Context: an optimization exercise on an open-source flow, tuned for small area, a short achievable clock period and few clock cycles per item. The choices shown serve that exercise and are no tape-out recipe.
Power and IR drop assume default switching activity.

// text_line_statistics_top
module text_line_statistics_top #(
   parameter int COUNT_BITS = tls_pkg::COUNT_BITS_DEFAULT
) (
   input  wire logic                           clock,
   input  wire logic                           reset,
   input  wire logic                           req_tvalid,
   output logic                                req_tready,
   input  wire logic [tls_pkg::BYTE_BITS-1:0]  req_tdata,   
   input  wire logic                           req_tuser,   
   output logic                                rsp_tvalid,
   input  wire logic                           rsp_tready,
   output logic [tls_pkg::RSP_BITS-1:0]        rsp_tdata
);
==> module tls_totals, before the edit <==
module tls_totals #(
   parameter int COUNT_BITS = tls_pkg::COUNT_BITS_DEFAULT
) (
   input  wire logic                    clock,
   input  wire logic                    reset,
   input  wire logic                    start,       
   output logic                         done,        
   input  wire logic [COUNT_BITS-1:0]   file_bytes,
   input  wire logic [COUNT_BITS-1:0]   file_lines,
   input  wire logic [COUNT_BITS-1:0]   file_empty,
   output logic [7*COUNT_BITS-1:0]      words
);
   localparam int H = COUNT_BITS / 2;
   localparam int N = 14;
   localparam logic [H-1:0] ALL_ONES = '1;
   logic [H-1:0]          c_ff [0:N-1];
   logic [6:0]            w_ff;        
   logic                  stale_ff;
   logic                  hi_ff, add_ff, max_ff;
   logic [H-1:0]          sum_ff;      
   logic                  cy_ff;       
   logic                  c16_ff;      
   logic                  pick_b_ff, pick_ones_ff, fix_ff;
   logic                  add_lo_ff, min_lo_ff, max_lo_ff;    
   logic [H-1:0]          b_ff;        
   logic [H-1:0]          bh_ff;       
   logic                  run, lo_step, next_word;
   logic                  nw_add, nw_max;
   logic [COUNT_BITS-1:0] nw16;
   logic [H-1:0]          b_raw, b_lo, r, fix;
   logic                  use_sum;
   logic [H-1:0]          r_other;
   assign run       = |w_ff;
   assign lo_step   = run && !hi_ff;
   assign next_word = start || (run && hi_ff);    
   assign done      = w_ff[6] && hi_ff;
   assign nw_add = start || w_ff[0] || w_ff[1];
   assign nw_max = w_ff[3] || w_ff[5];
   logic ld_b_ff, ld_l_ff, ld_e_ff, ld_inv_ff;
   always_ff @(posedge clock) begin
      if (reset || (run && hi_ff && (w_ff[5] || w_ff[6]))) begin
         {ld_b_ff, ld_l_ff, ld_e_ff, ld_inv_ff} <= 4'b1000;         
      end else if (start) begin
         {ld_b_ff, ld_l_ff, ld_e_ff, ld_inv_ff} <= 4'b0100;         
      end else if (run && hi_ff) begin
         ld_b_ff   <= w_ff[1] || w_ff[2];                            
         ld_l_ff   <= w_ff[3] || w_ff[4];                            
         ld_e_ff   <= w_ff[0];                                       
         ld_inv_ff <= !w_ff[0];                                      
      end
   end
   always_comb begin
      nw16 = ({COUNT_BITS{ld_b_ff}} & file_bytes) |
             ({COUNT_BITS{ld_l_ff}} & file_lines) |
             ({COUNT_BITS{ld_e_ff}} & file_empty);
      nw16 = nw16 ^ {COUNT_BITS{ld_inv_ff}};
   end
   function automatic logic [2*H-1:0] prefix(input logic [H-1:0] x, input logic [H-1:0] y);
      logic [H-1:0] g, p, gn, pn;
      g = x & y;
      p = x | y;
      for (int d = 1; d < H; d = d * 2) begin
         gn = g;
         pn = p;
         for (int i = d; i < H; i++) begin
            gn[i] = g[i] | (p[i] & g[i-d]);
            pn[i] = p[i] & p[i-d];
         end
         g = gn;
         p = pn;
      end
      prefix = {g, p};    
   endfunction
   logic [H-1:0] a_nx, ah_nx, b_nx, sum_nx;
   logic         cin_nx, cy_nx, c16_nx;
   logic [H-1:0] gl, pl, gh, ph, xl;
   assign a_nx   = start ? c_ff[0] : c_ff[1];
   assign ah_nx  = start ? c_ff[1] : c_ff[2];
   assign b_nx   = next_word ? nw16[H-1:0] : bh_ff;
   assign cin_nx = next_word ? !nw_add : cy_ff;
   assign {gl, pl} = prefix(a_nx, b_nx);
   assign {gh, ph} = prefix(ah_nx, nw16[COUNT_BITS-1:H]);
   assign xl       = (a_nx | b_nx) & ~(a_nx & b_nx);
   always_comb begin
      sum_nx[0] = xl[0] ^ cin_nx;
      for (int i = 1; i < H; i++) begin
         sum_nx[i] = xl[i] ^ (gl[i-1] | (pl[i-1] & cin_nx));
      end
   end
   assign cy_nx  = gl[H-1] | (pl[H-1] & cin_nx);
   assign c16_nx = (gh[H-1] | (ph[H-1] & gl[H-1])) | (ph[H-1] & pl[H-1] & cin_nx);
   always_ff @(posedge clock) begin
      sum_ff <= sum_nx;
      cy_ff  <= cy_nx;
      c16_ff <= c16_nx;
   end
   always_ff @(posedge clock) begin
      if (reset) begin
         w_ff     <= '0;
         stale_ff <= 1'b1;
      end else begin
         if (start) begin
            w_ff <= 7'd1;
         end else if (run && hi_ff) begin
            w_ff <= {w_ff[5:0], 1'b0};
         end
         if (done) begin
            stale_ff <= 1'b0;
         end
      end
   end
   always_ff @(posedge clock) begin
      hi_ff <= lo_step;
      if (next_word) begin
         add_ff <= nw_add;
         max_ff <= nw_max;
         b_ff   <= nw16[H-1:0];
         bh_ff  <= nw16[COUNT_BITS-1:H];
      end else begin
         b_ff   <= bh_ff;
      end
      add_lo_ff    <= next_word && nw_add;
      min_lo_ff    <= next_word && !nw_add && !nw_max;
      max_lo_ff    <= next_word && nw_max;
      pick_b_ff    <= stale_ff || (min_lo_ff && c16_ff) || (max_lo_ff && !c16_ff);
      pick_ones_ff <= add_lo_ff && c16_ff;
      fix_ff       <= !stale_ff && (((add_lo_ff || min_lo_ff) && c16_ff) || (max_lo_ff && !c16_ff));
   end
   assign b_raw = add_ff ? b_ff : ~b_ff;
   assign use_sum = add_ff && !pick_b_ff && !pick_ones_ff;
   always_comb begin
      if (pick_b_ff)         r_other = b_raw;
      else if (pick_ones_ff) r_other = ALL_ONES;
      else                   r_other = c_ff[0];
   end
   assign r = use_sum ? sum_ff : r_other;
   always_comb begin
      if (w_ff[0] || w_ff[3] || w_ff[4])      b_lo = file_bytes[H-1:0];
      else if (w_ff[1] || w_ff[5] || w_ff[6]) b_lo = file_lines[H-1:0];
      else                                    b_lo = file_empty[H-1:0];
   end
   assign fix = fix_ff ? (add_ff ? ALL_ONES : b_lo) : c_ff[N-1];
   always_ff @(posedge clock) begin
      if (run) begin
         for (int i = 0; i < N - 2; i++) begin
            c_ff[i] <= c_ff[i+1];
         end
         c_ff[N-2] <= fix;
         c_ff[N-1] <= r;
      end
   end
   always_comb begin
      for (int i = 0; i < N; i++) begin
         words[i*H +: H] = c_ff[i];
      end
   end
endmodule
clock: 3.5 ns
lec_check: 0
cap_margin: 20
core_margin: 2
core_utilization: 55
setup_slack_margin: 1.6
slew_margin: 20
standard.sh (not shown) runs the stock make flow with config.mk's settings and CLKGATE_MAP_FILE= SYNTH_SCRIPT=/design/flow/synth_recipe.tcl, a recipe that flattens the netlist after the stock synthesis.
==> flow/flow/run.sh <==
#!/bin/bash
# Standard layout, with plain buf_1 cells as the port buffers and a clock tree of larger
# sink clusters without dummy loads.
set -euo pipefail
export BUFFER_PORTS_ARGS="-buffer_cell sky130_fd_sc_hd__buf_1"
export CTS_ARGS="-sink_clustering_enable -repair_clock_nets -dont_use_dummy_load -sink_clustering_size 24 -sink_clustering_max_diameter 80"
bash standard.sh > standard_flow.log 2>&1
Then changed:
--- a/flow/design.v
+++ b/flow/design.v
@@ -205,21 +205,21 @@
    logic [H-1:0]          b_raw, b_lo, r, fix;
    logic                  use_sum;
    logic [H-1:0]          r_other;
    assign run       = |w_ff;
    assign lo_step   = run && !hi_ff;
-   assign next_word = start || (run && hi_ff);    
+   assign next_word = start || hi_ff;             
    assign done      = w_ff[6] && hi_ff;
    assign nw_add = start || w_ff[0] || w_ff[1];
    assign nw_max = w_ff[3] || w_ff[5];
    logic ld_b_ff, ld_l_ff, ld_e_ff, ld_inv_ff;
    always_ff @(posedge clock) begin
-      if (reset || (run && hi_ff && (w_ff[5] || w_ff[6]))) begin
+      if (reset || (hi_ff && (w_ff[5] || w_ff[6]))) begin
          {ld_b_ff, ld_l_ff, ld_e_ff, ld_inv_ff} <= 4'b1000;         
       end else if (start) begin
          {ld_b_ff, ld_l_ff, ld_e_ff, ld_inv_ff} <= 4'b0100;         
-      end else if (run && hi_ff) begin
+      end else if (hi_ff) begin
          ld_b_ff   <= w_ff[1] || w_ff[2];                            
          ld_l_ff   <= w_ff[3] || w_ff[4];                            
          ld_e_ff   <= w_ff[0];                                       
          ld_inv_ff <= !w_ff[0];                                      
       end
@@ -270,24 +270,25 @@
       c16_ff <= c16_nx;
    end
    always_ff @(posedge clock) begin
       if (reset) begin
          w_ff     <= '0;
+         hi_ff    <= 1'b0;
          stale_ff <= 1'b1;
       end else begin
+         hi_ff <= lo_step;
          if (start) begin
             w_ff <= 7'd1;
-         end else if (run && hi_ff) begin
+         end else if (hi_ff) begin
             w_ff <= {w_ff[5:0], 1'b0};
          end
          if (done) begin
             stale_ff <= 1'b0;
          end
       end
    end
    always_ff @(posedge clock) begin
-      hi_ff <= lo_step;
       if (next_word) begin
          add_ff <= nw_add;
          max_ff <= nw_max;
          b_ff   <= nw16[H-1:0];
          bh_ff  <= nw16[COUNT_BITS-1:H];
Outcome: Worst setup slack gains 0.055 ns; non-clock buffer count climbs by 8; global-route usage drops by 0.80 points; sequential share of layout area climbs by 0.35 points; clock skew came out higher by 0.016 ns; via count drops by about 0.7%; routed wire length falls by about 3.4%; combinational power rose by about 5%; total power went down by 0.65%; count of clock-buffer cells in the layout went down by 1.
No functional check of the RTL was part of any run of this note.

==> port drivers added, routing unchanged <==
How much do the figures lean on ideal ports? The routed layouts below were timed once more, with nothing changed but the port constraints.
Step 1, drivers: a clkbuf_16 drives clock and a buf_2 each remaining input, both assumed.
Step 2 times the ports against the registers' clock, not the clock port: input delays grow and output delays shrink by t, the midpoint of the rising clock arrivals with the driver on.
a / b / c = no drivers / after step 1 / after step 2; a / b = the first two.
run	t (ns)	setup WS [ns]	clock arrival spread, ns	worst slew at a driven data input, ns	cell pins on the clock port's net
the first run	0.516	0.952 / 0.952 / 0.952	0.039 / 0.039	0.05	1
the second run	0.520	1.007 / 1.007 / 1.007	0.052 / 0.052	0.09	1
After both steps setup and hold are still met in every run listed.
